Background: an optimization exercise with open tools, aiming at small area, a short achievable clock period and few clock cycles per item. Do not read the settings as production practice.
Only simulation tests tie the RTL to the original design; equivalence was not proved.
Power is estimated from default activity; no workload was simulated.

==> design/flow/design.v <==
package mem_pkg;
    localparam int MEM_DATA_W = 16;
    localparam int MEM_ADDR_W = 8;
    typedef enum logic [1:0] {
        S_IDLE,
        S_WAIT,
        S_RESP
    } state_t;
    localparam logic OP_RD = 1'b0;
    localparam logic OP_WR = 1'b1;
endpackage
module mem_rd_aoi3 (
    input  logic s0, s1, s2,
    input  logic d0, d1, d2,
    output logic y_n
);
    assign y_n = ~((s0 & d0) | (s1 & d1) | (s2 & d2));
endmodule
module mem_resp_ram #(
    parameter int DATA_W = 16,
    parameter int DEPTH  = 256,
    parameter int BLK    = 32
) (
    input  logic              clk,
    input  logic              we,
    input  logic [DEPTH-1:0]  rsel,
    input  logic [DATA_W-1:0] din,
    output logic [DATA_W-1:0] dout
);
    localparam int NB = DEPTH / BLK;         
    localparam int NG = (BLK + 2) / 3;       
    logic [DATA_W-1:0] mem_q [DEPTH];
    logic [DATA_W-1:0] part_q [NB];
    logic [DATA_W-1:0] dout_d;
    always_ff @(posedge clk) begin
        for (int r = 0; r < DEPTH; r++) begin
            if (we && rsel[r]) begin
                mem_q[r] <= din;
            end
        end
    end
    for (genvar k = 0; k < NB; k++) begin : g_blk
        logic [DATA_W-1:0] grp_n [NG];
        logic [DATA_W-1:0] part_d;
        for (genvar g = 0; g < NG; g++) begin : g_grp
            localparam int R0 = k * BLK + 3 * g;
            if (3 * g + 2 < BLK) begin : g_full
                for (genvar b = 0; b < DATA_W; b++) begin : g_bit
                    mem_rd_aoi3 u_aoi (
                        .s0 (rsel[R0]),      .s1 (rsel[R0+1]),      .s2 (rsel[R0+2]),
                        .d0 (mem_q[R0][b]),  .d1 (mem_q[R0+1][b]),  .d2 (mem_q[R0+2][b]),
                        .y_n(grp_n[g][b])
                    );
                end
            end else if (3 * g + 1 < BLK) begin : g_two
                assign grp_n[g] = ~((mem_q[R0] & {DATA_W{rsel[R0]}}) |
                                    (mem_q[R0+1] & {DATA_W{rsel[R0+1]}}));
            end else begin : g_one
                assign grp_n[g] = ~(mem_q[R0] & {DATA_W{rsel[R0]}});
            end
        end
        always_comb begin
            part_d = '0;
            for (int g = 0; g < NG; g++) begin
                part_d = part_d | ~grp_n[g];
            end
        end
        always_ff @(posedge clk) begin
            part_q[k] <= part_d;
        end
    end
    always_comb begin
        dout_d = '0;
        for (int k = 0; k < NB; k++) begin
            dout_d = dout_d | part_q[k];
        end
    end
    always_ff @(posedge clk) begin
        dout <= dout_d;
    end
endmodule
import mem_pkg::*;
module mem_responder #(
    parameter int DATA_W  = MEM_DATA_W,
    parameter int ADDR_W  = MEM_ADDR_W,
    parameter int DEPTH   = 256
) (
    input  logic              clk,
    input  logic              reset,
    input  logic              bus_read,
    input  logic              bus_write,
    input  logic [ADDR_W-1:0] bus_addr,
    input  logic [DATA_W-1:0] bus_wdata,
    output logic [DATA_W-1:0] bus_rdata,
    output logic              bus_rvalid,
    output logic              bus_wdone,
    output logic              bus_busy,
    output logic              bus_err
);
    logic              rd1_q, wr1_q;
    logic [ADDR_W-1:0] addr1_q;
    logic [DATA_W-1:0] wdata1_q;
    logic              rd2_q, wr2_q;
    logic [DEPTH-1:0]  row2_q;
    logic [DATA_W-1:0] wdata2_q;
    logic              rd3_q, wr3_q;
    logic              rd4_q, wr4_q;
    logic [DATA_W-1:0] ram_dout;
    always_ff @(posedge clk) begin
        if (reset) begin
            rd1_q <= 1'b0;
            wr1_q <= 1'b0;
            rd2_q <= 1'b0;
            wr2_q <= 1'b0;
            rd3_q <= 1'b0;
            wr3_q <= 1'b0;
            rd4_q <= 1'b0;
            wr4_q <= 1'b0;
        end else begin
            rd1_q <= bus_read && !bus_write;
            wr1_q <= bus_write;
            rd2_q <= rd1_q;
            wr2_q <= wr1_q;
            rd3_q <= rd2_q;
            wr3_q <= wr2_q;
            rd4_q <= rd3_q;
            wr4_q <= wr3_q;
        end
    end
    always_ff @(posedge clk) begin
        addr1_q  <= bus_addr;
        wdata1_q <= bus_wdata;
    end
    always_ff @(posedge clk) begin
        for (int r = 0; r < DEPTH; r++) begin
            row2_q[r] <= (addr1_q == ADDR_W'(r));
        end
        wdata2_q <= wdata1_q;
    end
    mem_resp_ram #(
        .DATA_W (DATA_W),
        .DEPTH  (DEPTH)
    ) u_ram (
        .clk    (clk),
        .we     (wr2_q),
        .rsel   (row2_q),
        .din    (wdata2_q),
        .dout   (ram_dout)
    );
    assign bus_rdata  = ram_dout;
    assign bus_rvalid = rd4_q;
    assign bus_wdone  = wr4_q;
    assign bus_busy   = 1'b0;
    assign bus_err    = 1'b0;
endmodule
==> design/flow/run.sh <==
#!/bin/bash
# synth_recipe.tcl (not shown) runs the flow's synth.tcl, then flattens the netlist and writes it again
# the make line also repeats each setting of config.mk as NAME=value (left out here)
make -C /OpenROAD-flow-scripts/flow DESIGN_CONFIG=/design/flow/config.mk WORK_HOME=/design/flow/orfs CLKGATE_MAP_FILE= SYNTH_SCRIPT=/design/flow/synth_recipe.tcl finish
==> design/flow/config.mk <==
export PLATFORM = sky130hd
export DESIGN_NAME = mem_responder
export DESIGN_NICKNAME = mem_responder
export VERILOG_FILES = /design/flow/design.v
export SDC_FILE = /design/flow/constraint.sdc
export NUM_CORES = 4
export LEC_CHECK = 0
export CAP_MARGIN = 20
export CORE_MARGIN = 2
export CORE_UTILIZATION = 65
export CTS_CLUSTER_DIAMETER = 150
export CTS_CLUSTER_SIZE = 28
export SETUP_SLACK_MARGIN = 3.2
export SLEW_MARGIN = 20
export SYNTH_HIERARCHICAL = 1
export SYNTH_MEMORY_MAX_BITS = 16384
==> design/flow/constraint.sdc <==
create_clock -name core_clock -period 5.5 [get_ports {clk}]
set_input_delay 1.1000 -clock core_clock [delete_from_list [all_inputs] [get_ports {clk}]]
set_output_delay 1.1000 -clock core_clock [all_outputs]
set_load 0.01 [all_outputs]
==> summary.txt, run 1 <==
Worst setup path
  • Startpoint types: register
  • CP endpoint kind: output port
  • CP required: ~4.4 ns
  • CP Buf/Inv Count: 1
  • Critical Path AT: ~1.3 ns
  • Crit-path cells: buf_6
  • Crit path max-delay cell type: dfxtp_2
  • Worst path max stage delay: approximately 0.34 ns
  • Crit path kind: reg2out
  • Worst-path fanout max: 1
  • CP delay by family, top: flip-flops

Floorplanning
  • Die area: roughly 240000 sq um
  • Placement Rows: about 180
  • Die height: roughly 490 um
  • Width of the die: 490 um
  • Ports: 48
  • Core area: ~230000 sq um
  • Initial Util: 65.3%

Place
  • Area post-placement: roughly 160000 sq um
  • Inst Count DP: about 10000
  • Pre-CTS setup slack: between 2 and 3 ns
  • GPL Wtd Cong: around 0.89
  • HPWL after DPL: between 200000 and 250000 um
  • Buffers on Ports: 45

Timing
  • Period utilisation layout: between 40 and 50%
  • Fin crit period: 2.42 ns
  • Setup TNS: 0 ns
  • Setup violators final: 0
  • Relative slew slack: between 10% and 20%
  • Max-slew violations: 0
  • Hold slack: 0.330 ns
  • Peak Freq: 413 MHz
  • RSZ-0062 raised after global routing: yes
  • Worst-Margin Slew: 1.25 ns
  • PnR worst setup slack: about 3.1 ns
  • Final Hold Viols: 0
  • Clock Skews: 0.0301 ns

Drt
  • Drt drc: 0
  • Vias: roughly 79000
  • DR iter-0 viols: 16900
  • Total wire length: 400000 um
  • First drt pass iteration count: 10
  • ANT nets after route: 0
  • Avg WL per Cell: about 37 um
  • Post-DR vias/cell: 7.39

Clock tree
  • Clock sink count: about 4500
  • CTS Buf Count: 180
  • Clock root cell: clkbuf_16
  • CTS tree: done
  • H-tree depth: 4
  • Reg clk slew, reported paths: around 0.10 ns
  • CTS Buffer Depth: 3
  • Hold_buf cts: 0
  • Worst skew pair latency: between 0.8 and 0.9 ns

Finish
  • Layout cells sized above 1: 8.92%
  • # fillers: 14500
  • Synth-to-layout area growth: 6.66%
  • Final Util: 69.6%
  • Final instance area: between 150000 and 200000 sq um
  • Nets: around 7400
  • Fin cells: about 11000

Run status
  • Status: timing/DRC/antenna clean

Synth
  • Seq cells post-synth: about 4500
  • Syn Inst Count: roughly 7000
  • Synth Cell Area: between 150000 and 200000 sq um
  • Synthesized area per cell: between 20 and 25 sq um
  • Post-synth top area share: between 80% and 90%
  • Largest area contributor in the netlist: edfxtp_1
  • Top cells by area, synth: edfxtp_1, a222oi_1, dfxtp_1, nand4_1, and2_1
  • Synth warn: 28
  • Synth unique cells: 27
  • Sequential element share of the synthesized area: a little under nine tenths

Run
  • Max_cap viols: 0

Global route
  • All-layer global routing usage: around 33%
  • Initial antenna violation count: 25
  • Number of global-route vias before repair: 73700
  • Global-route wire length before repair: approximately 550000 um
  • Largest net degree at the start of global routing: ~150
  • Grt total ovfl: 0

Worst hold path
  • HP Class: reg2reg

Power and ir drop
  • Pwr per Cell Area: roughly 340 nW/um^2
  • Leakage power: about 50 nW
  • Maximum vdd drop: about 0.00036 V
  • Pwr Total: approximately 55 mW
## state kept, by name, indices dropped and copies added, names as in the netlist
name,flops
wr4_q,1
rd1_q,1
rd4_q,1
rd2_q,1
wdata1_q,16
addr1_q,8
wr3_q,1
row2_q,256
u_ram.mem_q,4096
wdata2_q,16
u_ram.part_q,128
u_ram.dout,16
wr1_q,1
rd3_q,1
wr2_q,1
## cells in the mapped netlist, drive strengths merged
| cell | count |
|---|---|
| nand4b | 8 |
| nand4bb | 12 |
| conb | 1 |
| nand2 | 144 |
| nor4 | 32 |
| a22o | 128 |
| edfxtp | 4096 |
| clkbuf | 56 |
| or4b | 8 |
| nor3b | 1 |
| a222oi | 1280 |
| or4 | 130 |
| nand4 | 258 |
| nor2b | 7 |
| nor2 | 256 |
| dfxtp | 448 |
| buf | 68 |
| and2 | 256 |
## Yosys stat by module, one instance, submodules excluded, a selection
module,cells inside,flip-flops and latches,area [sq um]
mem_rd_aoi3,1,0,10.0
mem_responder,665,304,7810
## timing repair
action	CTS	global route
endpoints found under the hold margin	0	0
setup endpoints to repair	3242	619
pin swaps	15	27
gates resized for setup	264	42
buffers inserted	4	3
## kinds of logic (layout without fill, tap and decap cells)
family,Yosys count,in the layout,share of synthesized area [%]
flops,4544,4544,86.1
other cells,1,20,0.00245
simple gates,1112,1112,4.25
compound gates,1408,1408,9.13
buf+inv,124,460,0.553
## layout by cell type (no fill, tap or decap), types with 18 or more instances in the layout
master	Yosys	final
buf_4	2	48
diode_2	0	18
clkbuf_1	56	142
edfxtp_1	4096	4096
and2_2	8	176
a222oi_1	1280	1280
or4_1	68	68
or4_4	62	62
clkdlybuf4s50_1	0	27
dfxtp_1	448	394
buf_12	0	21
dfxtp_2	0	37
nor4_1	32	32
and2_1	248	73
nand2_1	144	144
clkbuf_16	0	189
nor2_1	244	244
a22o_2	55	55
a22o_1	73	73
nand4_1	258	258
## final cells by class
| class | instances | area, sq um | share of cell area, % |
|---|---|---|---|
| diodes | 18 | 45.0 | 0.0275 |
| clock buffers | 331 | 5260 | 3.22 |
| clock inverters | 3 | 37.5 | 0.0230 |
| multi-input cells | 2522 | 20800 | 12.7 |
| flip-flops and latches | 4544 | 132000 | 80.8 |
| well taps | 3150 | 3940 | 2.41 |
| repair buffers | 126 | 1340 | 0.822 |
## power by group
group	switching [mW]	internal [mW]	total [mW]
clock network	9.77	6.57	16.3
logic	0.875	0.220	1.10
registers	0.295	37.6	37.9
total	10.9	44.4	55.4
## per-layer routing
| layer | routed length, um | up-vias | global-route usage, % |
|---|---|---|---|
| met5 | 35 | - | 0 |
| met4 | 13700 | 6 | 10.0 |
| met3 | 41700 | 516 | 5.15 |
| met2 | 194000 | 4839 | 53.0 |
| met1 | 150000 | 41100 | 47.4 |
| li1 | - | 32600 | - |
## path summary, 6_finish.rpt
kind / from / to / depth (start not counted) / slack, ns
setup / recovery: u_ram.dout[5] / bus_rdata[5] / 1 / 3.08
hold / removal: wdata1_q[7] / wdata2_q[7] / 0 / 0.33
setup reg to reg: row2_q[210] / u_ram.part_q[6][10] / 3 / 3.12
hold reg to reg: wdata1_q[7] / wdata2_q[7] / 0 / 0.33
Testbench counts, summed over its fixed seeds: cycles 24,032, items 24,000.
==> run 2, diff against run 1 <==
--- a/design/flow/design.v
+++ b/design/flow/design.v
@@ -17,4 +17,11 @@
     assign y_n = ~((s0 & d0) | (s1 & d1) | (s2 & d2));
 endmodule
+module mem_wr_ao22 (
+    input  logic q, wn,
+    input  logic w, d,
+    output logic y
+);
+    assign y = (q & wn) | (w & d);
+endmodule
 module mem_resp_ram #(
     parameter int DATA_W = 16,
@@ -33,9 +40,22 @@
     logic [DATA_W-1:0] part_q [NB];
     logic [DATA_W-1:0] dout_d;
+    logic [DEPTH-1:0]  wsel, wsel_n;
+    logic [DATA_W-1:0] mem_d [DEPTH];
+    always_comb begin
+        wsel   = rsel & {DEPTH{we}};
+        wsel_n = ~wsel;
+    end
+    for (genvar r = 0; r < DEPTH; r++) begin : g_row
+        for (genvar b = 0; b < DATA_W; b++) begin : g_bit
+            mem_wr_ao22 u_wr (
+                .q  (mem_q[r][b]), .wn (wsel_n[r]),
+                .w  (wsel[r]),     .d  (din[b]),
+                .y  (mem_d[r][b])
+            );
+        end
+    end
     always_ff @(posedge clk) begin
         for (int r = 0; r < DEPTH; r++) begin
-            if (we && rsel[r]) begin
-                mem_q[r] <= din;
-            end
+            mem_q[r] <= mem_d[r];
         end
     end
==> run 2 against run 1 <==
  * Synthesized area is 3.1% lower
  * Synthesized cell count is 61% higher
  * Hold slack worse by 0.027 ns
  * Largest power group unchanged
  * Still clean
  * Critical path depth stayed put
  * Wire length is 23% higher
  * Critical path type unchanged
  * Clock-buffer cell count is 135 lower
  * First-iteration DRC count is 35% higher
  * Sequential share of layout area is 24 points lower
  * Sequential power is 11% lower
==> summary.txt, run 2 <==
Drt
  • Top Metal Used: met5 (unchanged)
  • Vias: 117000 (was 79000)
  • Total wire length: 493000 um (was 400000 um)
  • ANT nets after route: 0 (unchanged)
  • First drt pass iteration count: 17 (was 10)
  • Drt drc: 0 (unchanged)
  • DR iter-0 viols: 22900 (was 16900)
  • Metal3 WL: 54300 um (was 41700 um)
  • Met2 WL: 216000 um (was 194000 um)
  • Met1 Wirelength: 197000 um (was 150000 um)
  • Post-DR vias/cell: 7.92 (was 7.39)
  • Avg WL per Cell: 33.3 um (was 37.4 um)

Finish
  • Most common cell after layout, fill and taps aside: dfxtp_1 (was edfxtp_1)
  • Layout cells sized above 1: 8.92% (about the same)
  • Max reg flops: 4096 (unchanged)
  • Nets: 11800 (was 7402)
  • Top flop regs: u_ram.mem_q x4096, row2_q x256, u_ram.part_q x128 (unchanged)
  • Register area: 91200 sq um (was 132000 sq um)
  • Most frequent cells in the layout: dfxtp_1, a22o_1, a222oi_1, nand4_1, nor2_1 (was edfxtp_1, a222oi_1, dfxtp_1, nand4_1, nor2_1)
  • Multi-input logic area: 56700 sq um (was 20800 sq um)
  • # fillers: 16000 (was 14500)
  • Most flops, register: u_ram.mem_q (unchanged)
  • Synth-to-layout area growth: 7.93% (was 6.66%)

Timing
  • Worst-Margin Slew: 1.39 ns (was 1.25 ns)
  • Peak Freq: 395 MHz (was 413 MHz)
  • Relative slew slack: 7.50% (was 16.7%)
  • Max-slew violations: 0 (unchanged)
  • Period utilisation layout: 46.1% (was 44.1%)
  • Setup TNS: 0 ns (unchanged)
  • Final Hold Viols: 0 (unchanged)
  • Fin crit period: 2.53 ns (was 2.42 ns)
  • Setup violators final: 0 (unchanged)
  • Clock Skews: 0.0345 ns (was 0.0301 ns)
  • RSZ-0062 raised after global routing: yes (unchanged)

Run status
  • Status: timing/DRC/antenna clean (unchanged)

Synth
  • Synth cell count leaders: dfxtp_1, a22o_1, a222oi_1 (was edfxtp_1, a222oi_1, dfxtp_1)
  • Synth Cell Area: 149000 sq um (was 153000 sq um)
  • Synth warn: 29 (was 28)
  • Synth unique cells: 26 (was 27)
  • Synthesized area per cell: 12.9 sq um (was 21.3 sq um)
  • Syn Inst Count: 11500 (was 7189)
  • Largest area contributor in the netlist: dfxtp_1 (was edfxtp_1)
  • Sequential element share of the synthesized area: 61.2% (was 86.1%)
  • Count leader, synth: dfxtp_1 (was edfxtp_1)
  • Post-synth top area share: 61.2% (was 80.2%)
  • Top cells by area, synth: dfxtp_1, a22o_1, a222oi_1, nand4_1, nand2_1 (was edfxtp_1, a222oi_1, dfxtp_1, nand4_1, and2_1)
  • Seq cells post-synth: 4544 (unchanged)
  • Ys flop type: dfxtp_1 (was edfxtp_1)
  • Number of synthesized flops with an enable pin: 0 (was 4096)
  • FFs w/ async S/R, synth: 0% (unchanged)

Floorplanning
  • Die area: 232000 sq um (was 240000 sq um)
  • Placement Rows: 175 (was 178)
  • Width of the die: 482 um (was 490 um)
  • Initial Util: 65.4% (was 65.3%)
  • Die height: 482 um (was 490 um)
  • Ports: 48 (unchanged)
  • Core area: 227000 sq um (was 235000 sq um)

Worst setup path
  • Worst-path fanout max: 1 (unchanged)
  • Startpoint types: register (unchanged)
  • CP delay by family, top: flip-flops (unchanged)
  • Crit path kind: reg2out (unchanged)
  • Critical Path AT: 1.43 ns (was 1.32 ns)
  • Critical path depth in cells: 1 (unchanged)
  • CP Buf/Inv Count: 1 (unchanged)
  • Worst path max stage delay: 0.44 ns (was 0.34 ns)
  • CP required: 4.40 ns (about the same)
  • Crit path max-delay cell type: dfxtp_4 (was dfxtp_2)
  • Worst Reg2Reg Path Length in Cells: 3 (unchanged)
  • Crit-path cells: buf_6 (unchanged)
  • R2R Setup Slk: 3.07 ns (was 3.12 ns)
  • CP endpoint kind: output port (unchanged)

Run
  • Max_cap viols: 0 (unchanged)

Global route
  • Initial antenna violation count: 27 (was 25)
  • All-layer global routing usage: 40.0% (was 32.9%)
  • Global-route wire length before repair: 715000 um (was 552000 um)
  • Number of global-route vias before repair: 108000 (was 73700)
  • Grt total ovfl: 0 (unchanged)
  • Largest net degree at the start of global routing: 149 (was 152)

Clock tree
  • Clock root cell: clkbuf_16 (unchanged)
  • Worst skew pair latency: 0.88 ns (about the same)
  • H-tree depth: 4 (unchanged)
  • CTS Buffer Depth: 3 (unchanged)
  • Reg clk slew, reported paths: 0.11 ns (was 0.10 ns)
  • CTS tree: done (unchanged)
  • Clock sink count: 4544 (unchanged)
  • CTS Buf Count: 180 (unchanged)

Power and ir drop
  • Pwr per Cell Area: 320 nW/um^2 (was 338 nW/um^2)
  • Leakage power: 59.6 nW (was 50.2 nW)
  • Maximum vdd drop: 0.000353 V (was 0.000358 V)
  • Pwr Total: 51.3 mW (was 55.4 mW)

Place
  • Buffers on Ports: 45 (unchanged)
  • HPWL after DPL: 296000 um (was 239000 um)
  • GPL Wtd Cong: 0.906 (was 0.894)

Worst hold path
  • HP Class: reg2reg (unchanged)
  • Hold Crit Depth: 0 (unchanged)
-- run 2: changes by cell type after synthesis, sizes merged --
cell / delta
and2: -256
inv: +256
clkbuf: -12
dfxtp: +4096
buf: +12
a22o: +4096
nand2: +256
edfxtp: -4096
-- run 2: stage by stage --
stage / util, % / std cells / cell area [sq um] / setup slack, ns / hold WS [ns]
2_1_floorplan: - / 11500 / 149000 / 3.63 / 0.309
6_report: 70.5 / 14800 / 160000 / 2.97 / 0.303
3_5_place_dp: 67.3 / 14600 / 153000 / 2.47 / 0.312
3_3_place_gp: 67.3 / 14500 / 153000 / 2.55 / 0.310
5_1_grt: 70.5 / 14800 / 160000 / 2.95 / 0.310
4_1_cts: 70.1 / 14800 / 159000 / 2.93 / 0.306
-- run 2: metal layers --
layer	up-vias	track usage, %
met3	1060	7.65
li1	49600	-
met2	7824	59.0
met5	-	0
met4	16	19.5
met1	58700	56.5
-- run 2: final timing paths --
kind	from	to
min reg2reg	wdata1_q[2]	wdata2_q[2]
min	wdata1_q[2]	wdata2_q[2]
max	u_ram.dout[11]	bus_rdata[11]
max reg2reg	row2_q[137]	u_ram.part_q[4][1]
-- run 2: modules after synthesis (local to each module, per instance), a selection --
module,cells,cell area (sq um)
mem_wr_ao22,1,8.76
mem_responder,665,7810
mem_rd_aoi3,1,10.0
-- run 2: layout make-up --
| type | instances | share of cell area, % |
|---|---|---|
| antenna | 18 | 0.0281 |
| clock buffer | 196 | 2.97 |
| clock inverter | 3 | 0.0234 |
| inverter | 256 | 1.14 |
| multi-input combinational | 6618 | 35.4 |
| sequential | 4544 | 56.9 |
| tap | 3009 | 2.35 |
| timing repair buffer | 160 | 1.25 |
-- run 2: cell families after synthesis --
logic type,count (synthesis),synth area share (%)
and+or+nand+nor,1112,3.95
buffers and inverters,380,1.23
AOI/OAI and AO/OA,5504,33.6
DFF,4544,61.2
other,1,0.00252
-- run 2: what timing repair did --
| item | CTS | global route |
|---|---|---|
| endpoints found under the setup margin | 4191 | 2200 |
| hold buffers | 0 | 0 |
| setup buffers | 8 | 28 |
| pin swaps | 57 | 49 |
| gates resized for setup | 613 | 117 |
-- run 2: power by group --
part / internal (mW) / leakage [nW] / switching [mW] / total [mW]
Clock: 6.20 / 2.36 / 9.84 / 16.0
Combinational: 0.514 / 20.5 / 0.945 / 1.46
Sequential: 33.4 / 36.7 / 0.435 / 33.8
Testbench counts of run 2, summed over its fixed seeds: cycles 24,032, items 24,000.
==> run 3, diff against run 2 <==
--- a/design/flow/design.v
+++ b/design/flow/design.v
@@ -26,6 +26,5 @@
 module mem_resp_ram #(
     parameter int DATA_W = 16,
-    parameter int DEPTH  = 256,
-    parameter int BLK    = 32
+    parameter int DEPTH  = 256
 ) (
     input  logic              clk,
@@ -35,7 +34,9 @@
     output logic [DATA_W-1:0] dout
 );
-    localparam int NB = DEPTH / BLK;         
-    localparam int NG = (BLK + 2) / 3;       
+    localparam int NB   = 8;                      
+    localparam int NT   = DEPTH / 3;              
+    localparam int NGRP = NT + ((DEPTH % 3) != 0 ? 1 : 0);
     logic [DATA_W-1:0] mem_q [DEPTH];
+    logic [DATA_W-1:0] grp_n [NGRP];
     logic [DATA_W-1:0] part_q [NB];
     logic [DATA_W-1:0] dout_d;
@@ -60,32 +61,31 @@
         end
     end
-    for (genvar k = 0; k < NB; k++) begin : g_blk
-        logic [DATA_W-1:0] grp_n [NG];
-        logic [DATA_W-1:0] part_d;
-        for (genvar g = 0; g < NG; g++) begin : g_grp
-            localparam int R0 = k * BLK + 3 * g;
-            if (3 * g + 2 < BLK) begin : g_full
-                for (genvar b = 0; b < DATA_W; b++) begin : g_bit
-                    mem_rd_aoi3 u_aoi (
-                        .s0 (rsel[R0]),      .s1 (rsel[R0+1]),      .s2 (rsel[R0+2]),
-                        .d0 (mem_q[R0][b]),  .d1 (mem_q[R0+1][b]),  .d2 (mem_q[R0+2][b]),
-                        .y_n(grp_n[g][b])
-                    );
-                end
-            end else if (3 * g + 1 < BLK) begin : g_two
-                assign grp_n[g] = ~((mem_q[R0] & {DATA_W{rsel[R0]}}) |
-                                    (mem_q[R0+1] & {DATA_W{rsel[R0+1]}}));
-            end else begin : g_one
-                assign grp_n[g] = ~(mem_q[R0] & {DATA_W{rsel[R0]}});
+    for (genvar g = 0; g < NT; g++) begin : g_grp
+        for (genvar b = 0; b < DATA_W; b++) begin : g_bit
+            mem_rd_aoi3 u_aoi (
+                .s0 (rsel[3*g]),       .s1 (rsel[3*g+1]),       .s2 (rsel[3*g+2]),
+                .d0 (mem_q[3*g][b]),   .d1 (mem_q[3*g+1][b]),   .d2 (mem_q[3*g+2][b]),
+                .y_n(grp_n[g][b])
+            );
+        end
+    end
+    if (NGRP > NT) begin : g_rest
+        always_comb begin
+            grp_n[NT] = '1;
+            for (int r = 3 * NT; r < DEPTH; r++) begin
+                grp_n[NT] = grp_n[NT] & ~(mem_q[r] & {DATA_W{rsel[r]}});
             end
         end
-        always_comb begin
-            part_d = '0;
-            for (int g = 0; g < NG; g++) begin
-                part_d = part_d | ~grp_n[g];
+    end
+    always_ff @(posedge clk) begin
+        for (int k = 0; k < NB; k++) begin
+            logic [DATA_W-1:0] all_n;
+            all_n = '1;
+            for (int g = 0; g < NGRP; g++) begin
+                if ((g * NB) / NGRP == k) begin
+                    all_n = all_n & grp_n[g];
+                end
             end
-        end
-        always_ff @(posedge clk) begin
-            part_q[k] <= part_d;
+            part_q[k] <= ~all_n;
         end
     end
==> run 3 against run 2 <==
  * Still clean
  * Clock-buffer cell count shrank 3
  * Clock skew shrank 0.0034 ns
  * Synthesized area down 0.57%
  * Final cell count decreased by 0.59%
  * Combinational power hardly changed
  * Via count about the same
  * Core utilization down 0.056 points
  * Critical endpoint is now bus_rdata[0]
  * Largest power group unchanged
==> summary.txt, run 3 <==
Run status
  • Status: timing/DRC/antenna clean (unchanged)

Finish
  • Synth-to-layout area growth: 7.54% (was 7.93%)
  • Top flop regs: u_ram.mem_q x4096, row2_q x256, u_ram.part_q x128 (unchanged)
  • Max reg flops: 4096 (unchanged)
  • Fin cells: 14700 (was 14800)
  • Layout cells sized above 1: 7.29% (was 8.92%)
  • Nets: 11700 (was 11800)
  • Final instance area: 159000 sq um (was 160000 sq um)
  • # fillers: 15900 (was 16000)
  • Most flops, register: u_ram.mem_q (unchanged)
  • Most frequent cells in the layout: dfxtp_1, a22o_1, a222oi_1, nor2_1, nand4_1 (was dfxtp_1, a22o_1, a222oi_1, nand4_1, nor2_1)
  • Most common cell after layout, fill and taps aside: dfxtp_1 (unchanged)

Power and ir drop
  • Pwr per Cell Area: 322 nW/um^2 (was 320 nW/um^2)
  • Maximum vdd drop: 0.000321 V (was 0.000353 V)
  • Leakage power: 58.4 nW (was 59.6 nW)

Synth
  • Top cells by area, synth: dfxtp_1, a22o_1, a222oi_1, nand4_1, nand2_1 (unchanged)
  • Ys flop type: dfxtp_1 (unchanged)
  • Syn Inst Count: 11500 (about the same)
  • Post-synth top area share: 61.6% (was 61.2%)
  • Synth cell count leaders: dfxtp_1, a22o_1, a222oi_1 (unchanged)
  • Synth Cell Area: 148000 sq um (was 149000 sq um)
  • Synth warn: 1375 (was 29)
  • Seq cells post-synth: 4544 (unchanged)
  • Largest area contributor in the netlist: dfxtp_1 (unchanged)
  • Sequential element share of the synthesized area: 61.6% (was 61.2%)
  • FFs w/ async S/R, synth: 0% (unchanged)
  • Synth Area in Compound Gates: 33.6% (about the same)
  • Largest family of logic cells by synthesized area: compound AO/OA/AOI/OAI gates (unchanged)
  • Synth unique cells: 26 (unchanged)
  • Post-Synth Adder-Cell Area: 0% (unchanged)
  • Count leader, synth: dfxtp_1 (unchanged)
  • Post-synthesis mux area share: 0% (unchanged)
  • Number of synthesized flops with an enable pin: 0 (unchanged)
  • Simple-gate portion of the synthesized area: 3.71% (was 3.95%)
  • Synth Area in XOR/XNOR: 0% (unchanged)
  • Synthesized area per cell: 12.9 sq um (about the same)

Worst setup path
  • Critical path depth in cells: 1 (unchanged)
  • Crit path kind: reg2out (unchanged)
  • Crit path max-delay cell type: dfxtp_4 (unchanged)
  • CP required: 4.40 ns (about the same)
  • CP delay by family, top: flip-flops (unchanged)
  • Worst path max stage delay: 0.43 ns (was 0.44 ns)
  • Worst Reg2Reg Path Length in Cells: 3 (unchanged)
  • Critical Path AT: 1.43 ns (about the same)
  • Crit-path cells: buf_6 (unchanged)
  • CP endpoint kind: output port (unchanged)
  • Worst-path fanout max: 1 (unchanged)
  • CP Buf/Inv Count: 1 (unchanged)
  • Startpoint types: register (unchanged)

Drt
  • DR iter-0 viols: 23000 (was 22900)
  • Vias: 117000 (about the same)
  • Post-DR vias/cell: 7.96 (was 7.92)
  • Total wire length: 493000 um (about the same)
  • First drt pass iteration count: 15 (was 17)
  • ANT nets after route: 0 (unchanged)
  • Drt drc: 0 (unchanged)
  • Avg WL per Cell: 33.5 um (was 33.3 um)

Clock tree
  • CTS tree: done (unchanged)
  • H-tree depth: 4 (unchanged)
  • Hold_buf cts: 0 (unchanged)
  • Clock sink count: 4544 (unchanged)
  • Worst skew pair latency: 0.89 ns (was 0.88 ns)
  • Reg clk slew, reported paths: 0.10 ns (was 0.11 ns)
  • CTS Buffer Depth: 3 (unchanged)
  • Clock root cell: clkbuf_16 (unchanged)
  • CTS Buf Count: 180 (unchanged)

Timing
  • Worst-Margin Slew: 1.12 ns (was 1.39 ns)
  • Fin crit period: 2.53 ns (about the same)
  • Setup violators final: 0 (unchanged)
  • Relative slew slack: 24.7% (was 7.50%)
  • Setup TNS: 0 ns (unchanged)
  • Period utilisation layout: 46.1% (about the same)
  • Peak Freq: 395 MHz (about the same)
  • Max-slew violations: 0 (unchanged)
  • RSZ-0062 raised after global routing: yes (unchanged)
  • Clock Skews: 0.0311 ns (was 0.0345 ns)
  • Final Hold Viols: 0 (unchanged)

Global route
  • Grt total ovfl: 0 (unchanged)
  • Number of global-route vias before repair: 108000 (about the same)
  • All-layer global routing usage: 40.3% (was 40.0%)
  • Global-route wire length before repair: 719000 um (was 715000 um)
  • Initial antenna violation count: 34 (was 27)
  • Largest net degree at the start of global routing: 146 (was 149)

Place
  • Area post-placement: 152000 sq um (was 153000 sq um)
  • GPL Wtd Cong: 0.943 (was 0.906)
  • HPWL after DPL: 295000 um (was 296000 um)
  • Buffers on Ports: 45 (unchanged)
  • Inst Count DP: 14500 (was 14600)

Worst hold path
  • HP Class: reg2reg (unchanged)
  • Hold Crit Depth: 0 (unchanged)

Floorplanning
  • Core area: 225000 sq um (was 227000 sq um)
  • Width of the die: 481 um (was 482 um)
  • Die height: 481 um (was 482 um)
  • Ports: 48 (unchanged)
  • Placement Rows: 174 (was 175)
  • Die area: 231000 sq um (was 232000 sq um)
  • Initial Util: 65.5% (was 65.4%)

Run
  • Max_cap viols: 0 (unchanged)
## run 3: cell count changes in the layout (fill, tap and decap cells not counted), moves of 41 or more
cell	previous run	this run
a222oi_1	1280	1360
a22o_1	4168	4096
a22o_2	56	0
dfxtp_1	4432	4486
dfxtp_2	73	32
nand2_1	176	83
nand3_1	0	112
or3_1	0	104
or4_1	52	1
or4_4	78	1
## run 3: Yosys stat by module, one instance, submodules excluded, excerpt
module / cells inside / flops+latches / area, sq um
mem_rd_aoi3: 1 / 0 / 10.0
mem_responder: 665 / 304 / 7810
mem_wr_ao22: 1 / 0 / 8.76
## run 3: layer usage
metal	vias up	part of all wire, %	global-route usage [%]
met5	-	0.038	0
met4	28	5.2	18.6
met3	1105	11	8.07
met2	8078	43	59.3
met1	58500	40	57.0
li1	49500	-	-
## run 3: worst paths after layout
check,slack (ns),to,start
max,2.97,bus_rdata[0],u_ram.dout[0]
min reg2reg,0.33,wdata2_q[4],wdata1_q[4]
min,0.33,wdata2_q[4],wdata1_q[4]
max reg2reg,3.10,u_ram.part_q[2][14],row2_q[76]
## run 3: report_power, final
part | internal [mW] | total, mW | switching (mW)
clock | 6.14 | 16.0 | 9.81
combinational | 0.508 | 1.45 | 0.939
sequential | 33.4 | 33.8 | 0.443
total | 40.0 | 51.2 | 11.2
## run 3: area by class of cell
cell class	count	area, sq um	area share, %
multi-input cells	6570	55800	35.1
well taps	2992	3740	2.36
repair buffers	143	1550	0.975
clock buffers	193	4700	2.96
flip-flops and latches	4544	91100	57.4
inverters	256	1830	1.15
clock inverters	4	46.3	0.0291
diodes	15	37.5	0.0236
## run 3: stage by stage
step                      hold slack (ns)  setup slack, ns  utilization, %  power [mW]
after floorplan                     0.309             3.63               -        35.2
after global placement              0.310             2.39            67.6        35.8
after detailed placement            0.314             2.36            67.6        35.9
after CTS                           0.330             2.94            70.2        51.1
after global routing                0.336             2.96            70.5        52.5
final                               0.327             2.97            70.5        51.2
## run 3: kinds of logic after synthesis
family                 after synthesis
AOI/OAI and AO/OA                 5472
buffers and inverters              350
other                                1
and+or+nand+nor                   1096
DFF                               4544
## run 3: repair_timing
item | CTS | global route
pin swaps | 20 | 38
setup buffers | 9 | 2
gates resized for setup | 411 | 193
setup endpoints to repair | 4140 | 2368
endpoints found under the hold margin | 0 | 0
Testbench counts of run 3, summed over its fixed seeds: cycles 24,032, items 24,000.
==> run 4, diff against run 3 <==
--- a/design/flow/design.v
+++ b/design/flow/design.v
@@ -126,5 +126,7 @@
     logic              rd3_q, wr3_q;
     logic              rd4_q, wr4_q;
+    logic              rd5_q, wr5_q;
     logic [DATA_W-1:0] ram_dout;
+    logic [DATA_W-1:0] rdata5_q;
     always_ff @(posedge clk) begin
         if (reset) begin
@@ -137,4 +139,6 @@
             rd4_q <= 1'b0;
             wr4_q <= 1'b0;
+            rd5_q <= 1'b0;
+            wr5_q <= 1'b0;
         end else begin
             rd1_q <= bus_read && !bus_write;
@@ -146,4 +150,6 @@
             rd4_q <= rd3_q;
             wr4_q <= wr3_q;
+            rd5_q <= rd4_q;
+            wr5_q <= wr4_q;
         end
     end
@@ -168,7 +174,10 @@
         .dout   (ram_dout)
     );
-    assign bus_rdata  = ram_dout;
-    assign bus_rvalid = rd4_q;
-    assign bus_wdone  = wr4_q;
+    always_ff @(posedge clk) begin
+        rdata5_q <= ram_dout;
+    end
+    assign bus_rdata  = rdata5_q;
+    assign bus_rvalid = rd5_q;
+    assign bus_wdone  = wr5_q;
     assign bus_busy   = 1'b0;
     assign bus_err    = 1'b0;
==> run 4 against run 3 <==
  * Critical path depth unchanged
  * Final area up 0.85%
  * Sequential power about the same
  * Core utilization up 0.13 points
  * Largest cell class unchanged
  * Clock skew up 0.014 ns
  * Register-to-register slack worse by 0.05 ns
  * Synthesized area up 0.25%
  * First-iteration DRC count up 5.0%
  * Fmax up 1.9%
  * Critical path type unchanged
==> summary.txt, run 4 <==
Worst setup path
  • CP Buf/Inv Count: 1 (unchanged)
  • CP endpoint kind: output port (unchanged)
  • CP required: 4.40 ns (about the same)
  • Crit path max-delay cell type: dfxtp_4 (unchanged)
  • Critical path depth in cells: 1 (unchanged)
  • Startpoint types: register (unchanged)
  • Crit-path cells: buf_6 (unchanged)
  • Worst-path fanout max: 1 (unchanged)
  • Crit path kind: reg2out (unchanged)
  • CP delay by family, top: flip-flops (unchanged)
  • Worst Reg2Reg Path Length in Cells: 3 (unchanged)
  • Worst path max stage delay: 0.41 ns (was 0.43 ns)
  • Critical Path AT: 1.39 ns (was 1.43 ns)

Finish
  • Nets: 11800 (was 11700)
  • Most frequent cells in the layout: dfxtp_1, a22o_1, a222oi_1, clkinvlp_4, nor2_1 (was dfxtp_1, a22o_1, a222oi_1, nor2_1, nand4_1)
  • Most common cell after layout, fill and taps aside: dfxtp_1 (unchanged)
  • # fillers: 15900 (about the same)
  • Multi-input logic area: 56100 sq um (was 55800 sq um)
  • Final Util: 70.6% (was 70.5%)
  • Most flops, register: u_ram.mem_q (unchanged)
  • Max reg flops: 4096 (unchanged)
  • Register area: 91500 sq um (was 91100 sq um)
  • Layout cells sized above 1: 7.78% (was 7.29%)
  • Synth-to-layout area growth: 8.18% (was 7.54%)
  • Top flop regs: u_ram.mem_q x4096, row2_q x256, u_ram.part_q x128 (unchanged)

Place
  • HPWL after DPL: 300000 um (was 295000 um)
  • Pre-CTS setup slack: 2.60 ns (was 2.36 ns)
  • GPL Wtd Cong: 0.933 (was 0.943)
  • Buffers on Ports: 45 (unchanged)

Synth
  • Synth cell count leaders: dfxtp_1, a22o_1, a222oi_1 (unchanged)
  • Number of synthesized flops with an enable pin: 0 (unchanged)
  • Top cells by area, synth: dfxtp_1, a22o_1, a222oi_1, nand4_1, nand2_1 (unchanged)
  • Synthesized area per cell: 12.9 sq um (about the same)
  • Post-synth top area share: 61.7% (was 61.6%)
  • FFs w/ async S/R, synth: 0% (unchanged)
  • Ys flop type: dfxtp_1 (unchanged)
  • Largest area contributor in the netlist: dfxtp_1 (unchanged)
  • Synth Cell Area: 148000 sq um (about the same)
  • Sequential element share of the synthesized area: 61.7% (was 61.6%)
  • Synth warn: 1375 (unchanged)
  • Count leader, synth: dfxtp_1 (unchanged)
  • Seq cells post-synth: 4562 (was 4544)
  • Synth unique cells: 27 (was 26)
  • Syn Inst Count: 11500 (about the same)

Floorplanning
  • Die area: 232000 sq um (was 231000 sq um)
  • Die height: 481 um (about the same)
  • Placement Rows: 175 (was 174)
  • Width of the die: 481 um (about the same)
  • Initial Util: 65.3% (was 65.5%)
  • Core area: 227000 sq um (was 225000 sq um)
  • Ports: 48 (unchanged)

Global route
  • Global-route wire length before repair: 726000 um (was 719000 um)
  • Number of global-route vias before repair: 108000 (about the same)
  • Largest net degree at the start of global routing: 149 (was 146)
  • Initial antenna violation count: 32 (was 34)
  • All-layer global routing usage: 40.8% (was 40.3%)
  • Grt total ovfl: 0 (unchanged)

Timing
  • Fin crit period: 2.49 ns (was 2.53 ns)
  • Period utilisation layout: 45.2% (was 46.1%)
  • Setup TNS: 0 ns (unchanged)
  • Final Hold Viols: 0 (unchanged)
  • Setup violators final: 0 (unchanged)
  • RSZ-0062 raised after global routing: yes (unchanged)
  • Clock Skews: 0.0449 ns (was 0.0311 ns)
  • Worst-Margin Slew: 1.20 ns (was 1.12 ns)
  • Relative slew slack: 19.3% (was 24.7%)
  • Hold slack: 0.326 ns (was 0.327 ns)
  • Peak Freq: 402 MHz (was 395 MHz)
  • Max-slew violations: 0 (unchanged)
  • PnR worst setup slack: 3.01 ns (was 2.97 ns)

Clock tree
  • Reg clk slew, reported paths: 0.11 ns (was 0.10 ns)
  • CTS Buf Count: 180 (unchanged)
  • Clock sink count: 4562 (was 4544)
  • CTS Buffer Depth: 3 (unchanged)
  • Clock root cell: clkbuf_16 (unchanged)
  • CTS tree: done (unchanged)
  • H-tree depth: 4 (unchanged)
  • Worst skew pair latency: 0.89 ns (about the same)

Run status
  • Status: timing/DRC/antenna clean (unchanged)

Drt
  • Drt drc: 0 (unchanged)
  • Total wire length: 501000 um (was 493000 um)
  • Avg WL per Cell: 33.8 um (was 33.5 um)
  • First drt pass iteration count: 14 (was 15)
  • Vias: 118000 (was 117000)
  • ANT nets after route: 0 (unchanged)
  • Post-DR vias/cell: 7.95 (was 7.96)
  • DR iter-0 viols: 24100 (was 23000)

Power and ir drop
  • Leakage power: 59.4 nW (was 58.4 nW)
  • Pwr per Cell Area: 321 nW/um^2 (was 322 nW/um^2)
  • Maximum vdd drop: 0.000343 V (was 0.000321 V)
  • Pwr Total: 51.4 mW (was 51.2 mW)

Worst hold path
  • HP Class: reg2reg (unchanged)
  • Hold Crit Depth: 0 (unchanged)

Run
  • Max_cap viols: 0 (unchanged)
run 4: cell count changes after synthesis:
| cell | change |
|---|---|
| buf_8 | +1 |
| nor2_2 | -1 |
| nor2_1 | +1 |
| buf_6 | -1 |
| nor2b_1 | +2 |
| dfxtp_1 | +18 |
run 4: path summary, 6_finish.rpt:
kind / from / to / slack, ns
hold reg to reg: wdata1_q[3] / wdata2_q[3] / 0.33
hold / removal: wdata1_q[3] / wdata2_q[3] / 0.33
setup / recovery: rdata5_q[6] / bus_rdata[6] / 3.01
setup reg to reg: row2_q[44] / u_ram.part_q[1][11] / 3.05
run 4: where the power goes:
part           internal (mW)  switching (mW)  total (mW)  leakage [nW]
registers               33.5           0.457        33.9          36.8
clock network           6.17            9.86        16.0          2.34
logic                  0.514           0.951        1.46          20.2
total                   40.2            11.3        51.4          59.4
run 4: kinds of logic after synthesis:
group           Yosys count  synth area share, %
other cells               1              0.00253
compound gates         5472                 33.5
flops                  4562                 61.7
buf+inv                 350                 1.07
simple gates           1098                 3.70
run 4: metrics by stage:
step           area, sq um  cells
2_1_floorplan       148000  11500
3_3_place_gp        153000  14500
3_5_place_dp        153000  14500
4_1_cts             159000  14700
5_1_grt             160000  14800
6_report            160000  14800
run 4: per-layer routing:
metal	vias up	wire length [um]	GRT usage, %
met5	-	48	0
met4	6	26800	18.4
met3	1070	58300	7.92
met2	8369	217000	59.9
met1	58600	199000	58.5
li1	49600	-	-
run 4: Yosys stat by module, one instance, submodules excluded, a selection:
module / area [sq um] / cells
mem_responder: 8190 / 685
mem_wr_ao22: 8.76 / 1
mem_rd_aoi3: 10.0 / 1
run 4: area by class of cell:
cell class / instances / area share [%]
tap: 3009 / 2.35
timing repair buffer: 184 / 1.31
clock inverter: 2 / 0.0156
inverter: 256 / 1.18
clock buffer: 195 / 2.96
timing repair inverter: 2 / 0.00625
sequential: 4562 / 57.1
multi-input combinational: 6572 / 35.1
antenna: 12 / 0.0187
run 4: repair_timing:
| item | 4_1_cts | 5_1_grt |
|---|---|---|
| pin swaps | 15 | 31 |
| buffers inserted | 7 | 33 |
| hold buffers | 0 | 0 |
| gates cloned | 0 | 2 |
| endpoints found under the setup margin | 4160 | 1844 |
| gates resized for setup | 548 | 140 |
Testbench counts of run 4, summed over its fixed seeds: cycles 24,040, items 24,000.
==> run 5, diff against run 4 <==
--- a/design/flow/design.v
+++ b/design/flow/design.v
@@ -39,5 +39,5 @@
     logic [DATA_W-1:0] mem_q [DEPTH];
     logic [DATA_W-1:0] grp_n [NGRP];
-    logic [DATA_W-1:0] part_q [NB];
+    logic [DATA_W-1:0] part_n_q [NB];
     logic [DATA_W-1:0] dout_d;
     logic [DEPTH-1:0]  wsel, wsel_n;
@@ -87,5 +87,5 @@
                 end
             end
-            part_q[k] <= ~all_n;
+            part_n_q[k] <= all_n;
         end
     end
@@ -93,5 +93,5 @@
         dout_d = '0;
         for (int k = 0; k < NB; k++) begin
-            dout_d = dout_d | part_q[k];
+            dout_d = dout_d | ~part_n_q[k];
         end
     end
==> run 5 against run 4 <==
  * Still clean on timing, DRC and antenna
  * Final cell count shrank 0.18%
  * Sequential cell count stayed put
  * Critical path type unchanged
  * Core utilization hardly changed
  * Power is essentially flat
  * Final area about the same
  * Via count shrank 0.26%
  * Clock skew fell by 0.016 ns
==> summary.txt, run 5 <==
Run status
  • Status: timing/DRC/antenna clean (unchanged)

Place
  • Buffers on Ports: 45 (unchanged)
  • Area post-placement: 153000 sq um (about the same)
  • HPWL after DPL: 294000 um (was 300000 um)
  • Pre-CTS setup slack: 2.44 ns (was 2.60 ns)
  • GPL Wtd Cong: 0.928 (was 0.933)

Timing
  • Final Hold Viols: 0 (unchanged)
  • Worst-Margin Slew: 1.16 ns (was 1.20 ns)
  • Peak Freq: 402 MHz (about the same)
  • Max-slew violations: 0 (unchanged)
  • Period utilisation layout: 45.3% (was 45.2%)
  • Setup violators final: 0 (unchanged)
  • Clock Skews: 0.0290 ns (was 0.0449 ns)
  • Setup TNS: 0 ns (unchanged)
  • Relative slew slack: 22.6% (was 19.3%)
  • RSZ-0062 raised after global routing: yes (unchanged)
  • Hold slack: 0.319 ns (was 0.326 ns)
  • Fin crit period: 2.49 ns (about the same)
  • PnR worst setup slack: 3.01 ns (about the same)

Clock tree
  • CTS Buf Count: 180 (unchanged)
  • H-tree depth: 4 (unchanged)
  • CTS tree: done (unchanged)
  • Clock root cell: clkbuf_16 (unchanged)
  • Hold_buf cts: 0 (unchanged)
  • Reg clk slew, reported paths: 0.10 ns (was 0.11 ns)
  • Clock sink count: 4562 (unchanged)
  • Worst skew pair latency: 0.91 ns (was 0.89 ns)
  • CTS Buffer Depth: 3 (unchanged)

Drt
  • First drt pass iteration count: 12 (was 14)
  • Avg WL per Cell: 33.3 um (was 33.8 um)
  • Metal3 WL: 57900 um (was 58300 um)
  • DR iter-0 viols: 23700 (was 24100)
  • Total wire length: 492000 um (was 501000 um)
  • Met1 Wirelength: 196000 um (was 199000 um)
  • ANT nets after route: 0 (unchanged)
  • Met2 WL: 216000 um (was 217000 um)
  • Post-DR vias/cell: 7.95 (about the same)
  • Vias: 117000 (was 118000)
  • Drt drc: 0 (unchanged)
  • Top Metal Used: met5 (unchanged)

Worst setup path
  • Worst Reg2Reg Path Length in Cells: 3 (unchanged)
  • Crit path kind: reg2out (unchanged)
  • CP endpoint kind: output port (unchanged)
  • Crit-path cells: buf_6 (unchanged)
  • Crit path max-delay cell type: dfxtp_4 (unchanged)
  • Worst-path fanout max: 1 (unchanged)
  • CP Buf/Inv Count: 1 (unchanged)
  • RR Endpoint: u_ram.part_n_q[4][7] (was u_ram.part_q[1][11])
  • R2R Setup Slk: 3.06 ns (was 3.05 ns)
  • Reg-to-Reg Start: row2_q[159] (was row2_q[44])
  • Startpoint types: register (unchanged)
  • CP required: 4.40 ns (about the same)
  • Critical Path AT: 1.39 ns (about the same)
  • Worst path max stage delay: 0.38 ns (was 0.41 ns)
  • CP delay by family, top: flip-flops (unchanged)

Power and ir drop
  • Sequential power share: 65.9% (was 66.0%)
  • Leakage power: 58.1 nW (was 59.4 nW)
  • Logic pwr share: 2.9% (was 2.8%)
  • Pint: 40.3 mW (was 40.2 mW)
  • Net Sw Frac: 21.8% (was 21.9%)
  • Pwr per Cell Area: 322 nW/um^2 (was 321 nW/um^2)
  • Clock share of power: 31.3% (was 31.2%)
  • Maximum vdd drop: 0.000337 V (was 0.000343 V)
  • Psw: 11.2 mW (was 11.3 mW)

Finish
  • Nets: 11800 (about the same)
  • Most frequent cells in the layout: dfxtp_1, a22o_1, a222oi_1, nand4_1, clkinvlp_4 (was dfxtp_1, a22o_1, a222oi_1, clkinvlp_4, nor2_1)
  • # fillers: 16000 (was 15900)
  • Synth-to-layout area growth: 8.19% (was 8.18%)
  • Max reg flops: 4096 (unchanged)
  • Most flops, register: u_ram.mem_q (unchanged)
  • Final instance area: 160000 sq um (about the same)
  • Top flop regs: u_ram.mem_q x4096, row2_q x256, u_ram.part_n_q x128 (was u_ram.mem_q x4096, row2_q x256, u_ram.part_q x128)
  • Most common cell after layout, fill and taps aside: dfxtp_1 (unchanged)
  • Layout cells sized above 1: 8.25% (was 7.78%)

Global route
  • Initial antenna violation count: 28 (was 32)
  • Grt total ovfl: 0 (unchanged)
  • Largest net degree at the start of global routing: 134 (was 149)
  • Global-route wire length before repair: 716000 um (was 726000 um)
  • Number of global-route vias before repair: 108000 (about the same)
  • All-layer global routing usage: 40.1% (was 40.8%)

Floorplanning
  • Die height: 481 um (about the same)
  • Initial Util: 65.2% (was 65.3%)
  • Ports: 48 (unchanged)
  • Die area: 231000 sq um (was 232000 sq um)
  • Core area: 227000 sq um (unchanged)
  • Placement Rows: 175 (unchanged)
  • Width of the die: 481 um (about the same)

Worst hold path
  • Hold path startpoint: wdata1_q[15] (was wdata1_q[3])
  • Worst Hold End: wdata2_q[15] (was wdata2_q[3])
  • Hold Crit Depth: 0 (unchanged)
  • HP Class: reg2reg (unchanged)

Synth
  • Syn Inst Count: 11500 (about the same)
  • Synth Cell Area: 148000 sq um (about the same)
  • Synth warn: 1375 (unchanged)
  • Post-synth top area share: 61.7% (about the same)
  • Count leader, synth: dfxtp_1 (unchanged)
  • Synth unique cells: 28 (was 27)
  • Largest area contributor in the netlist: dfxtp_1 (unchanged)
  • Synth cell count leaders: dfxtp_1, a22o_1, a222oi_1 (unchanged)
  • Top cells by area, synth: dfxtp_1, a22o_1, a222oi_1, nand4_1, nand2_1 (unchanged)
  • Sequential element share of the synthesized area: 61.7% (about the same)
  • Number of synthesized flops with an enable pin: 0 (unchanged)
  • Seq cells post-synth: 4562 (unchanged)
  • FFs w/ async S/R, synth: 0% (unchanged)
  • Ys flop type: dfxtp_1 (unchanged)
  • Synthesized area per cell: 12.9 sq um (about the same)

Run
  • Max_cap viols: 0 (unchanged)
[run 5: cells by family after synthesis]
family	count (synthesis)	share of synthesized area, %
simple gates	1098	3.64
flops	4562	61.7
buf+inv	349	1.06
compound gates	5472	33.6
other cells	1	0.00253
[run 5: what timing repair did]
| action | 4_1_cts | 5_1_grt |
|---|---|---|
| gates cloned | 0 | 2 |
| pin swaps | 19 | 36 |
| gates resized for setup | 575 | 138 |
| endpoints found under the setup margin | 4164 | 2954 |
| setup buffers | 8 | 19 |
[run 5: routing by layer]
| metal | track usage [%] | up-vias |
|---|---|---|
| li1 | - | 49600 |
| met1 | 56.9 | 58700 |
| met2 | 59.1 | 8018 |
| met3 | 8.90 | 997 |
| met4 | 16.5 | 26 |
| met5 | 0 | - |
[run 5: final cells by class]
cell class / count / area [sq um] / share of cell area (%)
flip-flops and latches: 4562 / 91500 / 57.1
multi-input cells: 6572 / 56200 / 35.1
clock buffers: 196 / 4810 / 3.00
well taps: 3009 / 3760 / 2.35
inverters: 256 / 1920 / 1.20
repair buffers: 152 / 1880 / 1.18
diodes: 20 / 50.0 / 0.0313
clock inverters: 1 / 8.76 / 0.00547
[run 5: per-module statistics from Yosys, one instance, submodules excluded, excerpt]
module,flops+latches,area [sq um],times used
mem_responder,322,8190,1
mem_rd_aoi3,0,10.0,1360
mem_wr_ao22,0,8.76,4096
[run 5: how the worst max path moves through the flow]
stage / cells past startpoint / start / slack (ns) / end
CTS: 4 / wr2_q / 2.89 / u_ram.mem_q[174][15]
finish: 1 / rdata5_q[2] / 3.01 / bus_rdata[2]
global route: 1 / rdata5_q[12] / 2.98 / bus_rdata[12]
detailed placement: 4 / wr2_q / 2.44 / u_ram.mem_q[246][4]
global placement: 4 / wr2_q / 2.55 / u_ram.mem_q[246][12]
floorplan: 1 / wdata2_q[0] / 3.63 / u_ram.mem_q[0][0]
[run 5: power groups by stage]
stage / Sequential (mW) / Clock, mW / Combinational [mW]
6_report: 33.9 / 16.1 / 1.47
5_1_grt: 34.0 / 17.3 / 1.50
4_1_cts: 33.9 / 16.1 / 1.41
3_5_place_dp: 34.6 / 0 / 1.38
3_3_place_gp: 34.6 / 0 / 1.34
2_1_floorplan: 34.7 / 0 / 0.550
[run 5: per-stage QoR]
step | power (mW) | utilization (%) | instances
after detailed placement | 36.0 | 67.3 | 14500
after floorplan | 35.3 | - | 11500
final | 51.5 | 70.6 | 14800
after global routing | 52.8 | 70.5 | 14800
after global placement | 36.0 | 67.3 | 14500
after CTS | 51.4 | 70.2 | 14700
Testbench counts of run 5, summed over its fixed seeds: cycles 24,040, items 24,000.
==> run 6, diff against run 5 <==
--- a/design/flow/design.v
+++ b/design/flow/design.v
@@ -29,5 +29,5 @@
 ) (
     input  logic              clk,
-    input  logic              we,
+    input  logic [15:0]       we_grp,
     input  logic [DEPTH-1:0]  rsel,
     input  logic [DATA_W-1:0] din,
@@ -44,5 +44,7 @@
     logic [DATA_W-1:0] mem_d [DEPTH];
     always_comb begin
-        wsel   = rsel & {DEPTH{we}};
+        for (int r = 0; r < DEPTH; r++) begin
+            wsel[r] = rsel[r] & we_grp[r / 16];
+        end
         wsel_n = ~wsel;
     end
@@ -123,4 +125,5 @@
     logic              rd2_q, wr2_q;
     logic [DEPTH-1:0]  row2_q;
+    logic [15:0]       wrg2_q;
     logic [DATA_W-1:0] wdata2_q;
     logic              rd3_q, wr3_q;
@@ -139,4 +142,5 @@
             rd4_q <= 1'b0;
             wr4_q <= 1'b0;
+            wrg2_q <= '0;
             rd5_q <= 1'b0;
             wr5_q <= 1'b0;
@@ -150,4 +154,7 @@
             rd4_q <= rd3_q;
             wr4_q <= wr3_q;
+            for (int k = 0; k < 16; k++) begin
+                wrg2_q[k] <= wr1_q && (addr1_q[7:4] == 4'(k));
+            end
             rd5_q <= rd4_q;
             wr5_q <= wr4_q;
@@ -169,5 +176,5 @@
     ) u_ram (
         .clk    (clk),
-        .we     (wr2_q),
+        .we_grp (wrg2_q),
         .rsel   (row2_q),
         .din    (wdata2_q),
==> run 6 against run 5 <==
  * First-iteration DRC count is 1.2% lower
  * Setup slack worse by 0.0014 ns
  * Clock skew is 0.0033 ns lower
  * Final cell count is 0.19% higher
  * Die area is 0.31% higher
  * Sequential cell count is 16 higher
  * Still clean
  * Sequential power is 1% lower
  * Largest cell class unchanged
  * Wire length is 0.87% lower
  * Clock-buffer cell count is 1 higher
  * Fmax hardly changed
  * Register-to-register slack worse by 0.05 ns
  * Critical path type is now reg2reg
  * Synthesized area is 0.31% higher
==> summary.txt, run 6 <==
Power and ir drop
  • Net Sw Frac: 21.6% (was 21.8%)
  • Pint: 39.6 mW (was 40.3 mW)
  • Sequential power share: 66.1% (was 65.9%)
  • Maximum vdd drop: 0.000338 V (was 0.000337 V)
  • Leakage power: 58.0 nW (was 58.1 nW)
  • Logic pwr share: 1.8% (was 2.9%)
  • Clock share of power: 32.1% (was 31.3%)
  • Pwr per Cell Area: 317 nW/um^2 (was 322 nW/um^2)
  • Psw: 10.9 mW (was 11.2 mW)

Global route
  • All-layer global routing usage: 39.6% (was 40.1%)
  • Number of global-route vias before repair: 108000 (about the same)
  • Largest net degree at the start of global routing: 149 (was 134)
  • Global-route wire length before repair: 713000 um (was 716000 um)
  • Grt total ovfl: 0 (unchanged)
  • Initial antenna violation count: 26 (was 28)

Worst setup path
  • CP endpoint kind: register (was output port)
  • Crit path max-delay cell type: dfxtp_1 (was dfxtp_4)
  • CP Buf/Inv Count: 1 (unchanged)
  • Worst path max stage delay: 0.91 ns (was 0.38 ns)
  • Critical Path AT: 3.32 ns (was 1.39 ns)
  • CP delay by family, top: flip-flops (unchanged)
  • Crit path kind: reg2reg (was reg2out)
  • CP required: 6.32 ns (was 4.40 ns)
  • Crit-path cells: nand2_1 > clkinvlp_4 > a22o_1 (was buf_6)
  • R2R Setup Slk: 3.01 ns (was 3.06 ns)
  • Reg-to-Reg Start: wrg2_q[7] (was row2_q[159])
  • Startpoint types: register (unchanged)
  • Worst Reg2Reg Path Length in Cells: 3 (unchanged)
  • Critical path depth in cells: 3 (was 1)
  • Worst-path fanout max: 17 (was 1)
  • RR Endpoint: u_ram.mem_q[126][8] (was u_ram.part_n_q[4][7])

Drt
  • Post-DR vias/cell: 7.92 (was 7.95)
  • Drt drc: 0 (unchanged)
  • DR iter-0 viols: 23400 (was 23700)
  • Total wire length: 488000 um (was 492000 um)
  • Vias: 117000 (about the same)
  • First drt pass iteration count: 13 (was 12)
  • ANT nets after route: 0 (unchanged)
  • Avg WL per Cell: 33.0 um (was 33.3 um)

Timing
  • Worst-Margin Slew: 1.45 ns (was 1.16 ns)
  • Setup TNS: 0 ns (unchanged)
  • Fin crit period: 2.49 ns (about the same)
  • Clock Skews: 0.0256 ns (was 0.0290 ns)
  • Max-slew violations: 0 (unchanged)
  • RSZ-0062 raised after global routing: yes (unchanged)
  • Peak Freq: 401 MHz (was 402 MHz)
  • Final Hold Viols: 0 (unchanged)
  • Relative slew slack: 3.20% (was 22.6%)
  • PnR worst setup slack: 3.01 ns (about the same)
  • Period utilisation layout: 45.3% (about the same)
  • Setup violators final: 0 (unchanged)

Place
  • Buffers on Ports: 45 (unchanged)
  • GPL Wtd Cong: 0.931 (was 0.928)
  • HPWL after DPL: 288000 um (was 294000 um)
  • Pre-CTS setup slack: 2.45 ns (was 2.44 ns)

Run
  • Max_cap viols: 0 (unchanged)

Synth
  • Syn Inst Count: 11500 (about the same)
  • Sequential element share of the synthesized area: 61.7% (about the same)
  • Count leader, synth: dfxtp_1 (unchanged)
  • Synth cell count leaders: dfxtp_1, a22o_1, a222oi_1 (unchanged)
  • Top cells by area, synth: dfxtp_1, a22o_1, a222oi_1, nand4_1, nand2_1 (unchanged)
  • Synth unique cells: 29 (was 28)
  • Ys flop type: dfxtp_1 (unchanged)
  • Number of synthesized flops with an enable pin: 0 (unchanged)
  • Post-synth top area share: 61.7% (about the same)
  • Largest area contributor in the netlist: dfxtp_1 (unchanged)
  • Synth Cell Area: 148000 sq um (about the same)
  • FFs w/ async S/R, synth: 0% (unchanged)
  • Seq cells post-synth: 4578 (was 4562)
  • Synthesized area per cell: 12.9 sq um (about the same)
  • Synth warn: 1375 (unchanged)

Clock tree
  • Reg clk slew, reported paths: 0.10 ns (about the same)
  • CTS tree: done (unchanged)
  • H-tree depth: 4 (unchanged)
  • Worst skew pair latency: 0.88 ns (was 0.91 ns)
  • Hold_buf cts: 0 (unchanged)
  • Clock root cell: clkbuf_16 (unchanged)
  • Clock sink count: 4578 (was 4562)
  • CTS Buffer Depth: 3 (unchanged)
  • CTS Buf Count: 181 (was 180)

Floorplanning
  • Ports: 48 (unchanged)
  • Initial Util: 65.3% (was 65.2%)
  • Die area: 232000 sq um (was 231000 sq um)
  • Core area: 227000 sq um (about the same)
  • Placement Rows: 175 (unchanged)
  • Die height: 482 um (was 481 um)
  • Width of the die: 482 um (was 481 um)

Finish
  • Max reg flops: 4096 (unchanged)
  • Top flop regs: u_ram.mem_q x4096, row2_q x256, u_ram.part_n_q x128 (unchanged)
  • Most flops, register: u_ram.mem_q (unchanged)
  • Most common cell after layout, fill and taps aside: dfxtp_1 (unchanged)
  • Nets: 11800 (about the same)
  • Synth-to-layout area growth: 7.31% (was 8.19%)
  • Layout cells sized above 1: 6.04% (was 8.25%)
  • Most frequent cells in the layout: dfxtp_1, a22o_1, a222oi_1, nand4_1, nor2_1 (was dfxtp_1, a22o_1, a222oi_1, nand4_1, clkinvlp_4)

Worst hold path
  • HP Class: reg2reg (unchanged)
  • Hold path startpoint: u_ram.dout[5] (was wdata1_q[15])
  • Hold Crit Depth: 0 (unchanged)
  • Worst Hold End: rdata5_q[5] (was wdata2_q[15])

Run status
  • Status: timing/DRC/antenna clean (unchanged)
==> run 6: kinds of logic (layout without fill, tap and decap cells) <==
kind of cell | after synthesis | count (layout) | synth area share, %
AND/OR/NAND/NOR | 1114 | 1114 | 3.68
buffers and inverters | 356 | 580 | 1.01
AO/OA/AOI/OAI | 5472 | 5472 | 33.6
flip-flops | 4578 | 4578 | 61.7
other | 1 | 43 | 0.00253
==> run 6: layout make-up <==
| type | instances | area (sq um) |
|---|---|---|
| clock buffers | 197 | 4800 |
| diodes | 41 | 103 |
| fillers | 16100 | 68000 |
| well taps | 3009 | 3760 |
| repair buffers | 124 | 1360 |
| clock inverters | 2 | 25.0 |
| flip-flops and latches | 4578 | 91800 |
| inverters | 257 | 1780 |
| multi-input cells | 6588 | 55700 |
==> run 6: worst max path at each step <==
stage / start / endpoint
final: wrg2_q[7] / u_ram.mem_q[126][8]
after global routing: rd5_q / bus_rvalid
after CTS: rd5_q / bus_rvalid
after detailed placement: reset / wrg2_q[0]
after global placement: reset / wrg2_q[4]
after floorplan: wdata2_q[0] / u_ram.mem_q[0][0]
==> run 6: power groups by stage <==
stage	combinational (mW)	sequential, mW	clock [mW]
final	0.904	33.4	16.2
after global routing	0.905	33.4	17.4
after CTS	0.866	33.4	16.2
after detailed placement	0.865	34.1	0
after global placement	0.842	34.1	0
after floorplan	0.130	34.3	0
==> run 6: layer usage <==
metal | up-vias | track usage (%) | part of all wire (%)
li1 | 49600 | - | -
met1 | 58800 | 57.0 | 40
met2 | 7835 | 58.8 | 44
met3 | 1011 | 7.47 | 11
met4 | 14 | 16.2 | 4.6
met5 | - | 0 | 0.018
==> run 6: through the flow <==
step                area, sq um  util, %  std cells  hold WS (ns)  power, mW
floorplan                148000        -      11500         0.309       34.4
global placement         153000     67.3      14500         0.309       35.0
detailed placement       153000     67.3      14500         0.312       35.0
CTS                      158000     69.6      14700         0.331       50.4
global route             159000     70.1      14800         0.332       51.7
finish                   159000     70.1      14800         0.320       50.5
==> run 6: Yosys stat by module, one instance, submodules excluded, excerpt <==
module | cells | cell area (sq um) | flops+latches
mem_responder | 720 | 8610 | 338
mem_rd_aoi3 | 1 | 10.0 | 0
mem_wr_ao22 | 1 | 8.76 | 0
==> run 6: timing repair <==
item,CTS,global route
pin swaps,13,23
resized for setup,176,261
hold endpoints to repair,0,0
endpoints found under the setup margin,3622,3181
buffers inserted,4,11
Testbench counts of run 6, summed over its fixed seeds: cycles 24,040, items 24,000.

==> port drivers added, routing unchanged <==
No port has a modelled driver above. Below, the same layouts with a new extraction and two added sets of constraints.
Step 1 sets driving cells, clkbuf_16 on the clock port and buf_2 on the other inputs (assumed; they add their load-dependent delay and slew).
Step 2 also shifts input and output timing later by t, the mid clock arrival at the registers, as if the neighbouring blocks saw the same clock.
a / b / c = ideal / step 1 / step 2; a / b = the first two.
run	t (ns)	setup WS [ns]	worst hold slack (ns)	worst setup path after step 2	worst data-port slew with drivers (ns)
run 1	0.966	3.077 / 2.974 / 2.897	0.330 / 0.330 / 0.330	input to register	0.17
run 2	0.964	2.967 / 2.870 / 3.069	0.303 / 0.303 / 0.303	register to register	0.05
run 3	0.964	2.967 / 2.871 / 3.104	0.327 / 0.327 / 0.327	register to register	0.05
run 4	0.967	3.014 / 2.916 / 3.054	0.326 / 0.326 / 0.326	register to register	0.16
run 5	0.985	3.010 / 2.914 / 3.057	0.319 / 0.319 / 0.319	register to register	0.05
run 6	0.980	3.009 / 2.905 / 2.339	0.320 / 0.320 / 0.320	input to register	0.15
After both steps setup and hold are still met in every run listed. For run 6, which loses most, drivers alone change the setup slack by -0.104 ns; drivers and shift together by -0.670 ns.
